What follows belongs to an exercise in optimizing a design on an open flow for small area; a production flow would make more cautious choices. Only simulation tests tie the RTL to the original design; equivalence was not proved. The clock input has no modelled driver; a real chip could not lean on it and would need a root buffer or a full tree. No activity file was given, so power comes from the tool's default toggle rates.

==> 03-13: inputs <==
==> flow/design.v <==
package ram_pkg;
   localparam logic [15:0] CLEAR_VALUE = 16'hA5A5;
endpackage
module ram_g_ao22 (
   input  logic A1, A2, B1, B2,
   output logic Y
);
   assign Y = (A1 & A2) | (B1 & B2);
endmodule
module ram_g_aoi222 (
   input  logic A1, A2, B1, B2, C1, C2,
   output logic Y
);
   assign Y = ~((A1 & A2) | (B1 & B2) | (C1 & C2));
endmodule
module ram_g_nand2 (
   input  logic A, B,
   output logic Y
);
   assign Y = ~(A & B);
endmodule
module ram_g_nor2 (
   input  logic A, B,
   output logic Y
);
   assign Y = ~(A | B);
endmodule
module ram_g_nand4 (
   input  logic A, B, C, D,
   output logic Y
);
   assign Y = ~(A & B & C & D);
endmodule
module ram_g_nor4 (
   input  logic A, B, C, D,
   output logic Y
);
   assign Y = ~(A | B | C | D);
endmodule
module ram_clear_seq (
   input  logic clk_i,
   input  logic rst_ni,
   output logic busy_o
);
   logic       busy_q;
   logic [7:0] cnt_q;
   always_ff @(posedge clk_i) begin
      if (!rst_ni) begin
         busy_q <= 1'b1;
         cnt_q  <= '0;
      end else if (busy_q) begin
         cnt_q <= cnt_q + 1'b1;
         if (cnt_q == 8'hFF) busy_q <= 1'b0;
      end
   end
   assign busy_o = busy_q;
endmodule
module ram_predec (
   input  logic        clear_i,
   input  logic        we_i,
   input  logic [7:0]  ad_i,
   output logic [15:0] rlo_n_o,
   output logic [15:0] rhi_n_o,
   output logic [15:0] wlo_o,
   output logic [15:0] whi_o,
   output logic [15:0] wlo_n_o,
   output logic [15:0] whi_n_o
);
   always_comb begin
      for (int j = 0; j < 16; j++) begin
         rlo_n_o[j] = ~(ad_i[3:0] == j[3:0]);
         rhi_n_o[j] = ~(ad_i[7:4] == j[3:0]);
         wlo_o[j]   = clear_i | (we_i & (ad_i[3:0] == j[3:0]));
         whi_o[j]   = clear_i | (ad_i[7:4] == j[3:0]);
      end
   end
   assign wlo_n_o = ~wlo_o;
   assign whi_n_o = ~whi_o;
endmodule
module ram_word (
   input  logic        clk,
   input  logic        w_i,
   input  logic        wn_i,
   input  logic [15:0] d_i,
   output logic [15:0] q_o
);
   logic [15:0] q_d;
   for (genvar b = 0; b < 16; b++) begin : g_bit
      ram_g_ao22 u_hold (.A1(w_i), .A2(d_i[b]), .B1(wn_i), .B2(q_o[b]), .Y(q_d[b]));
   end
   always_ff @(posedge clk) begin
      q_o <= q_d;
   end
endmodule
module ram_rmux_bit (
   input  logic [255:0] sel_i,
   input  logic [255:0] q_i,
   output logic [5:0]   out_n_o
);
   logic [85:0] l1_n;
   logic [21:0] l2;
   for (genvar g = 0; g < 85; g++) begin : g_l1
      ram_g_aoi222 u_ao (
         .A1 (sel_i[3*g]),     .A2 (q_i[3*g]),
         .B1 (sel_i[3*g + 1]), .B2 (q_i[3*g + 1]),
         .C1 (sel_i[3*g + 2]), .C2 (q_i[3*g + 2]),
         .Y  (l1_n[g])
      );
   end
   ram_g_nand2 u_l1_last (.A(sel_i[255]), .B(q_i[255]), .Y(l1_n[85]));
   for (genvar g = 0; g < 21; g++) begin : g_l2
      ram_g_nand4 u_nd (
         .A(l1_n[4*g]), .B(l1_n[4*g + 1]), .C(l1_n[4*g + 2]), .D(l1_n[4*g + 3]),
         .Y(l2[g])
      );
   end
   ram_g_nand2 u_l2_last (.A(l1_n[84]), .B(l1_n[85]), .Y(l2[21]));
   for (genvar g = 0; g < 5; g++) begin : g_l3
      ram_g_nor4 u_nr (
         .A(l2[4*g]), .B(l2[4*g + 1]), .C(l2[4*g + 2]), .D(l2[4*g + 3]),
         .Y(out_n_o[g])
      );
   end
   ram_g_nor2 u_l3_last (.A(l2[20]), .B(l2[21]), .Y(out_n_o[5]));
endmodule
module ram_sp_param (
   input  logic        clk,
   input  logic        clear_i,
   input  logic        we_i,
   input  logic [7:0]  ad_i,
   input  logic [15:0] din_i,
   output logic [15:0] rdata_o
);
   logic [15:0]  wdata;
   logic [15:0]  rlo_n, rhi_n, wlo, whi, wlo_n, whi_n;
   logic [255:0] sel;             
   logic [255:0] w, wn;           
   logic [255:0] qt [16];         
   assign wdata = clear_i ? ram_pkg::CLEAR_VALUE : din_i;
   ram_predec u_predec (
      .clear_i (clear_i),
      .we_i    (we_i),
      .ad_i    (ad_i),
      .rlo_n_o (rlo_n),
      .rhi_n_o (rhi_n),
      .wlo_o   (wlo),
      .whi_o   (whi),
      .wlo_n_o (wlo_n),
      .whi_n_o (whi_n)
   );
   for (genvar i = 0; i < 256; i++) begin : g_word
      logic [15:0] q;
      ram_g_nor2  u_sel (.A(rlo_n[i % 16]), .B(rhi_n[i / 16]), .Y(sel[i]));
      ram_g_nor2  u_w   (.A(wlo_n[i % 16]), .B(whi_n[i / 16]), .Y(w[i]));
      ram_g_nand2 u_wn  (.A(wlo[i % 16]),   .B(whi[i / 16]),   .Y(wn[i]));
      ram_word u_word (
         .clk  (clk),
         .w_i  (w[i]),
         .wn_i (wn[i]),
         .d_i  (wdata),
         .q_o  (q)
      );
      for (genvar b = 0; b < 16; b++) begin : g_t
         assign qt[b][i] = q[b];
      end
   end
   for (genvar b = 0; b < 16; b++) begin : g_rd
      logic [5:0] out_n;
      ram_rmux_bit u_rmux (
         .sel_i   (sel),
         .q_i     (qt[b]),
         .out_n_o (out_n)
      );
      assign rdata_o[b] = ~&out_n;
   end
endmodule
module ram_sp_top (
   input  logic        clk,
   input  logic        reset,
   input  logic        ce,
   input  logic        oce,
   input  logic        wre,
   input  logic [7:0]  ad,
   input  logic [15:0] din,
   output logic [15:0] dout,
   output logic        busy
);
   logic [15:0] rdata;
   logic [15:0] rd_q;
   logic [15:0] dout_q;
   ram_clear_seq u_clear_seq (
      .clk_i  (clk),
      .rst_ni (reset),
      .busy_o (busy)
   );
   ram_sp_param u_mem (
      .clk     (clk),
      .clear_i (busy),
      .we_i    (reset & ce & wre),
      .ad_i    (ad),
      .din_i   (din),
      .rdata_o (rdata)
   );
   always_ff @(posedge clk) begin
      if (!reset) begin
         rd_q   <= '0;
         dout_q <= '0;
      end else if (!busy) begin
         if (ce)  rd_q   <= rdata;
         if (oce) dout_q <= rd_q;
      end
   end
   assign dout = dout_q;
endmodule
==> flow/run.sh <==
#!/bin/bash
# synth_recipe.tcl (not shown) runs the flow's synth.tcl, then flattens the netlist and writes it again
# the make line also repeats each setting of config.mk as NAME=value (left out here)
make -C /OpenROAD-flow-scripts/flow DESIGN_CONFIG=/design/flow/config.mk WORK_HOME=/design/flow/orfs CLKGATE_MAP_FILE= SYNTH_SCRIPT=/design/flow/synth_recipe.tcl finish
==> flow/config.mk <==
export PLATFORM = sky130hd
export DESIGN_NAME = ram_sp_top
export DESIGN_NICKNAME = ram_sp_top
export VERILOG_FILES = /design/flow/design.v
export SDC_FILE = /design/flow/constraint.sdc
export NUM_CORES = 4
export LEC_CHECK = 0
export CAP_MARGIN = 20
export CORE_MARGIN = 2
export CORE_UTILIZATION = 45
export SLEW_MARGIN = 20
export SYNTH_HIERARCHICAL = 1
==> flow/constraint.sdc <==
create_clock -name core_clock -period 8.0 [get_ports {clk}]
set_input_delay 1.6000 -clock core_clock [delete_from_list [all_inputs] [get_ports {clk}]]
set_output_delay 1.6000 -clock core_clock [all_outputs]
set_load 0.01 [all_outputs]
==> 01-02 (differences from 03-13) <==
--- a/flow/design.v
+++ b/flow/design.v
@@ -30,12 +30,6 @@
    output logic Y
 );
    assign Y = ~(A & B & C & D);
-endmodule
-module ram_g_nor4 (
-   input  logic A, B, C, D,
-   output logic Y
-);
-   assign Y = ~(A | B | C | D);
 endmodule
 module ram_clear_seq (
    input  logic clk_i,
@@ -95,7 +89,7 @@
 module ram_rmux_bit (
    input  logic [255:0] sel_i,
    input  logic [255:0] q_i,
-   output logic [5:0]   out_n_o
+   output logic         out_o
 );
    logic [85:0] l1_n;
    logic [21:0] l2;
@@ -115,13 +109,7 @@
       );
    end
    ram_g_nand2 u_l2_last (.A(l1_n[84]), .B(l1_n[85]), .Y(l2[21]));
-   for (genvar g = 0; g < 5; g++) begin : g_l3
-      ram_g_nor4 u_nr (
-         .A(l2[4*g]), .B(l2[4*g + 1]), .C(l2[4*g + 2]), .D(l2[4*g + 3]),
-         .Y(out_n_o[g])
-      );
-   end
-   ram_g_nor2 u_l3_last (.A(l2[20]), .B(l2[21]), .Y(out_n_o[5]));
+   assign out_o = |l2;
 endmodule
 module ram_sp_param (
    input  logic        clk,
@@ -165,13 +153,11 @@
       end
    end
    for (genvar b = 0; b < 16; b++) begin : g_rd
-      logic [5:0] out_n;
       ram_rmux_bit u_rmux (
-         .sel_i   (sel),
-         .q_i     (qt[b]),
-         .out_n_o (out_n)
-      );
-      assign rdata_o[b] = ~&out_n;
+         .sel_i (sel),
+         .q_i   (qt[b]),
+         .out_o (rdata_o[b])
+      );
    end
 endmodule
 module ram_sp_top (
==> flow/flow/run.sh (new file) <==
#!/bin/bash
# Standard layout, except for the clock tree: flow/mycts.tcl builds it before
# the CTS step (through ORFS's PRE_CTS_TCL hook) and stands in for TritonCTS,
# whose H-tree needs more buffer area here. The ports get the smallest buffer.
set -euo pipefail
export PRE_CTS_TCL="$PWD/flow/mycts.tcl"
export BUFFER_PORTS_ARGS="-buffer_cell sky130_fd_sc_hd__buf_1"
bash standard.sh > standard.log 2>&1
==> flow/flow/mycts.tcl (new file) <==
# Clock tree built here in place of TritonCTS: the clock's flip-flop pins are
# split into clusters of at most 16 by location, each driven by a clkbuf_8 at
# its centre; those buffers are clustered again under clkbuf_8 buffers, and so
# on up to one root buffer, the only cell the clock port drives. Every
# flip-flop sees the same number of buffers between the clock port and its
# clock pin. Loaded through
# PRE_CTS_TCL; it then replaces clock_tree_synthesis with a no-op for cts.tcl.

proc mycts_cluster {pts k} {
  # pts: list of {x y item}; returns list of clusters (lists of pts) of at most k
  set n [llength $pts]
  if {$n <= $k} { return [list $pts] }
  set xs [lmap p $pts {lindex $p 0}]
  set ys [lmap p $pts {lindex $p 1}]
  set w [expr {max(1.0, [tcl::mathfunc::max {*}$xs] - [tcl::mathfunc::min {*}$xs])}]
  set h [expr {max(1.0, [tcl::mathfunc::max {*}$ys] - [tcl::mathfunc::min {*}$ys])}]
  set nc [expr {int(ceil(double($n) / $k))}]
  set side [expr {sqrt($w * $h / $nc)}]
  set ns [expr {max(1, min($nc, int(round($h / $side))))}]
  set sorted [lsort -real -index 1 $pts]
  # strips hold a whole number of clusters where possible
  set per_strip [expr {int(ceil(double($nc) / $ns))}]
  set out {}
  set i 0
  set s 0
  while {$i < $n} {
    set left_strips [expr {$ns - $s}]
    set left_clusters [expr {int(ceil(double($n - $i) / $k))}]
    set cl [expr {int(ceil(double($left_clusters) / $left_strips))}]
    set m [expr {min($n - $i, int(round(double($n - $i) * $cl / $left_clusters)))}]
    if {$m < 1} { set m [expr {$n - $i}] }
    set strip [lsort -real -index 0 [lrange $sorted $i [expr {$i + $m - 1}]]]
    # split the strip into cl clusters of nearly equal size
    set j 0
    for {set c 0} {$c < $cl} {incr c} {
      set sz [expr {int(round(double($m - $j) / ($cl - $c)))}]
      if {$sz < 1} continue
      lappend out [lrange $strip $j [expr {$j + $sz - 1}]]
      incr j $sz
    }
    incr i $m
    incr s
  }
  return $out
}

proc mycts_centre {cluster} {
  set sx 0.0; set sy 0.0
  foreach p $cluster { set sx [expr {$sx + [lindex $p 0]}]; set sy [expr {$sy + [lindex $p 1]}] }
  set n [llength $cluster]
  return [list [expr {int($sx / $n)}] [expr {int($sy / $n)}]]
}

proc mycts_build {clk_port_net levels} {
  set block [ord::get_db_block]
  set db [ord::get_db]
  set net [$block findNet $clk_port_net]
  set pts {}
  foreach it [$net getITerms] {
    set inst [$it getInst]
    set bb [$inst getBBox]
    lappend pts [list [expr {([$bb xMin] + [$bb xMax]) / 2}] [expr {([$bb yMin] + [$bb yMax]) / 2}] $it]
  }
  puts "mycts: [llength $pts] sinks on $clk_port_net"
  set lvl 0
  foreach {cell k} $levels {
    incr lvl
    set master [$db findMaster $cell]
    set clusters [mycts_cluster $pts $k]
    set newpts {}
    set c 0
    foreach cl $clusters {
      lassign [mycts_centre $cl] cx cy
      set name "mycts_l${lvl}_$c"
      set binst [odb::dbInst_create $block $master $name]
      $binst setLocation [expr {$cx - [$master getWidth] / 2}] [expr {$cy - [$master getHeight] / 2}]
      $binst setPlacementStatus PLACED
      set bnet [odb::dbNet_create $block "${name}_clk"]
      $bnet setSigType CLOCK
      [$binst findITerm X] connect $bnet
      foreach p $cl {
        set it [lindex $p 2]
        $it disconnect
        $it connect $bnet
      }
      lappend newpts [list $cx $cy [$binst findITerm A]]
      incr c
    }
    puts "mycts: level $lvl: [llength $clusters] x $cell"
    set pts $newpts
  }
  foreach p $pts {
    [lindex $p 2] connect $net
  }
}

mycts_build clk {
  sky130_fd_sc_hd__clkbuf_8 16
  sky130_fd_sc_hd__clkbuf_8 10
  sky130_fd_sc_hd__clkbuf_16 8
  sky130_fd_sc_hd__clkbuf_16 8
}

rename clock_tree_synthesis mycts_orig_clock_tree_synthesis
proc clock_tree_synthesis {args} {
  puts "mycts: clock tree already built; clock_tree_synthesis skipped"
  set_propagated_clock [all_clocks]
}
==> flow/standard.sh (new file) <==
#!/bin/bash
# synth_recipe.tcl (not shown) runs the flow's synth.tcl, then flattens the netlist and writes it again
# the make line also repeats each setting of config.mk as NAME=value (left out here)
make -C /OpenROAD-flow-scripts/flow DESIGN_CONFIG=/design/flow/config.mk WORK_HOME=/design/flow/orfs CLKGATE_MAP_FILE= SYNTH_SCRIPT=/design/flow/synth_recipe.tcl "${@:-finish}"
removed: flow/run.sh
==> 09-04 (differences from 03-13) <==
--- a/flow/design.v
+++ b/flow/design.v
@@ -31,12 +31,6 @@
 );
    assign Y = ~(A & B & C & D);
 endmodule
-module ram_g_nor4 (
-   input  logic A, B, C, D,
-   output logic Y
-);
-   assign Y = ~(A | B | C | D);
-endmodule
 module ram_clear_seq (
    input  logic clk_i,
    input  logic rst_ni,
@@ -57,25 +51,21 @@
 endmodule
 module ram_predec (
    input  logic        clear_i,
-   input  logic        we_i,
+   input  logic        acc_i,
    input  logic [7:0]  ad_i,
-   output logic [15:0] rlo_n_o,
-   output logic [15:0] rhi_n_o,
-   output logic [15:0] wlo_o,
-   output logic [15:0] whi_o,
-   output logic [15:0] wlo_n_o,
-   output logic [15:0] whi_n_o
+   output logic [15:0] lo_o,
+   output logic [15:0] hi_o,
+   output logic [15:0] lo_n_o,
+   output logic [15:0] hi_n_o
 );
    always_comb begin
       for (int j = 0; j < 16; j++) begin
-         rlo_n_o[j] = ~(ad_i[3:0] == j[3:0]);
-         rhi_n_o[j] = ~(ad_i[7:4] == j[3:0]);
-         wlo_o[j]   = clear_i | (we_i & (ad_i[3:0] == j[3:0]));
-         whi_o[j]   = clear_i | (ad_i[7:4] == j[3:0]);
+         lo_o[j] = clear_i | (acc_i & (ad_i[3:0] == j[3:0]));
+         hi_o[j] = clear_i | (ad_i[7:4] == j[3:0]);
       end
    end
-   assign wlo_n_o = ~wlo_o;
-   assign whi_n_o = ~whi_o;
+   assign lo_n_o = ~lo_o;
+   assign hi_n_o = ~hi_o;
 endmodule
 module ram_word (
    input  logic        clk,
@@ -95,7 +85,7 @@
 module ram_rmux_bit (
    input  logic [255:0] sel_i,
    input  logic [255:0] q_i,
-   output logic [5:0]   out_n_o
+   output logic         out_o
 );
    logic [85:0] l1_n;
    logic [21:0] l2;
@@ -115,44 +105,35 @@
       );
    end
    ram_g_nand2 u_l2_last (.A(l1_n[84]), .B(l1_n[85]), .Y(l2[21]));
-   for (genvar g = 0; g < 5; g++) begin : g_l3
-      ram_g_nor4 u_nr (
-         .A(l2[4*g]), .B(l2[4*g + 1]), .C(l2[4*g + 2]), .D(l2[4*g + 3]),
-         .Y(out_n_o[g])
-      );
-   end
-   ram_g_nor2 u_l3_last (.A(l2[20]), .B(l2[21]), .Y(out_n_o[5]));
+   assign out_o = |l2;
 endmodule
 module ram_sp_param (
    input  logic        clk,
    input  logic        clear_i,
-   input  logic        we_i,
+   input  logic        acc_i,
+   input  logic        wr_i,
    input  logic [7:0]  ad_i,
    input  logic [15:0] din_i,
    output logic [15:0] rdata_o
 );
    logic [15:0]  wdata;
-   logic [15:0]  rlo_n, rhi_n, wlo, whi, wlo_n, whi_n;
-   logic [255:0] sel;             
+   logic [15:0]  lo, hi, lo_n, hi_n;
    logic [255:0] w, wn;           
    logic [255:0] qt [16];         
-   assign wdata = clear_i ? ram_pkg::CLEAR_VALUE : din_i;
+   assign wdata = clear_i ? ram_pkg::CLEAR_VALUE : (wr_i ? din_i : rdata_o);
    ram_predec u_predec (
       .clear_i (clear_i),
-      .we_i    (we_i),
+      .acc_i   (acc_i),
       .ad_i    (ad_i),
-      .rlo_n_o (rlo_n),
-      .rhi_n_o (rhi_n),
-      .wlo_o   (wlo),
-      .whi_o   (whi),
-      .wlo_n_o (wlo_n),
-      .whi_n_o (whi_n)
+      .lo_o    (lo),
+      .hi_o    (hi),
+      .lo_n_o  (lo_n),
+      .hi_n_o  (hi_n)
    );
    for (genvar i = 0; i < 256; i++) begin : g_word
       logic [15:0] q;
-      ram_g_nor2  u_sel (.A(rlo_n[i % 16]), .B(rhi_n[i / 16]), .Y(sel[i]));
-      ram_g_nor2  u_w   (.A(wlo_n[i % 16]), .B(whi_n[i / 16]), .Y(w[i]));
-      ram_g_nand2 u_wn  (.A(wlo[i % 16]),   .B(whi[i / 16]),   .Y(wn[i]));
+      ram_g_nor2  u_w  (.A(lo_n[i % 16]), .B(hi_n[i / 16]), .Y(w[i]));
+      ram_g_nand2 u_wn (.A(lo[i % 16]),   .B(hi[i / 16]),   .Y(wn[i]));
       ram_word u_word (
          .clk  (clk),
          .w_i  (w[i]),
@@ -165,13 +146,11 @@
       end
    end
    for (genvar b = 0; b < 16; b++) begin : g_rd
-      logic [5:0] out_n;
       ram_rmux_bit u_rmux (
-         .sel_i   (sel),
-         .q_i     (qt[b]),
-         .out_n_o (out_n)
+         .sel_i (w),
+         .q_i   (qt[b]),
+         .out_o (rdata_o[b])
       );
-      assign rdata_o[b] = ~&out_n;
    end
 endmodule
 module ram_sp_top (
@@ -196,7 +175,8 @@
    ram_sp_param u_mem (
       .clk     (clk),
       .clear_i (busy),
-      .we_i    (reset & ce & wre),
+      .acc_i   (reset & ce),
+      .wr_i    (wre),
       .ad_i    (ad),
       .din_i   (din),
       .rdata_o (rdata)
==> flow/flow/run.sh (new file) <==
#!/bin/bash
# Standard layout, with clock tree synthesis told to use small clock buffers
# in small clusters and not to add dummy loads, and the smallest buffer on the
# ports.
set -euo pipefail
export CTS_ARGS="-sink_clustering_enable -repair_clock_nets -dont_use_dummy_load -buf_list sky130_fd_sc_hd__clkbuf_4 -sink_clustering_size 10 -sink_clustering_max_diameter 30"
export BUFFER_PORTS_ARGS="-buffer_cell sky130_fd_sc_hd__buf_1"
bash standard.sh > standard.log 2>&1
==> flow/standard.sh (new file) <==
#!/bin/bash
# synth_recipe.tcl (not shown) runs the flow's synth.tcl, then flattens the netlist and writes it again
# the make line also repeats each setting of config.mk as NAME=value (left out here)
make -C /OpenROAD-flow-scripts/flow DESIGN_CONFIG=/design/flow/config.mk WORK_HOME=/design/flow/orfs CLKGATE_MAP_FILE= SYNTH_SCRIPT=/design/flow/synth_recipe.tcl "${@:-finish}"
removed: flow/run.sh
==> notes.md <==
metric	09-04	03-13	01-02
Filler cell count	26800	26100	26900
Clock buffer cells	735	618	-
PD cells	204 mW/mm2	252 mW/mm2	201 mW/mm2
Result of the run	timing/DRC/antenna clean	timing/DRC/antenna clean	timing/DRC/antenna clean
Final standard cell area without fillers	0.156 mm2	0.165 mm2	0.154 mm2
Min cycle time layout	6.86 ns	6.44 ns	6.77 ns
Count of buffers not belonging to the clock network in the layout	640	508	-
Most common cell on crit path	sky130_fd_sc_hd__buf_4	sky130_fd_sc_hd__nand2_1	-
Power of the clock network	0.0112 W	0.0206 W	0.00995 W
M2 GR Usage	0.450	0.510	0.518
Leakage	59.0 nW	63.3 nW	58.1 nW
Via density per instance	7.19	7.49	7.65
Req. time, crit path	9.33 ns	8.82 ns	8.85 ns
Number of design-rule violations left by the first detailed-router iteration	18200	25700	24900
M1 wire length	211000 um	245000 um	238000 um
Amount of wire on met2 after detailed routing	218000 um	251000 um	254000 um
Crit path arrival time	8.19 ns	7.27 ns	7.62 ns
Worst path setup slack after routing	1.14 ns	1.56 ns	1.23 ns
Die Width	560 um	563 um	562 um
Non-clock buffering overhead	0.0342	0.0258	-
Weighted congestion at the end of routability-driven global placement	0.927	0.958	0.986
Reported net switching power	0.00706 W	0.00891 W	0.00696 W
Slowest library cell on the worst path	sky130_fd_sc_hd__a31oi_4	sky130_fd_sc_hd__nor4_2	sky130_fd_sc_hd__nor4_1
In 01-02 the design's own scripts or RTL, not TritonCTS, make the clock network.

port drivers added, routing unchanged:
In the flow no input, the clock included, has a driving cell. The finished layouts below were timed again as built, in two steps.
Step 1 sets driving cells, clkbuf_16 on the clock port and buf_2 on the other inputs (assumed; they add their load-dependent delay and slew).
Step 2 times the ports against the registers' clock, not the clock port: input delays grow and output delays shrink by t, the midpoint of the rising clock arrivals with the driver on.
a / b / c = ideal / step 1 / step 2; a / b = the first two.
run	shift t [ns]	setup slack, ns	worst register clock-pin slew, ns
03-13	1.054	1.555 / 1.541 / 0.487	0.07 / 0.07
01-02	1.100	1.230 / 1.217 / 0.117	0.11 / 0.11
09-04	1.657	1.136 / 1.136 / -0.392	0.11 / 0.11
Met with ideal ports but missed after step 2: setup timing in 09-04. The setup slack of 09-04, which loses most, moves by 0.000 ns with the drivers and by -1.528 ns with both steps.
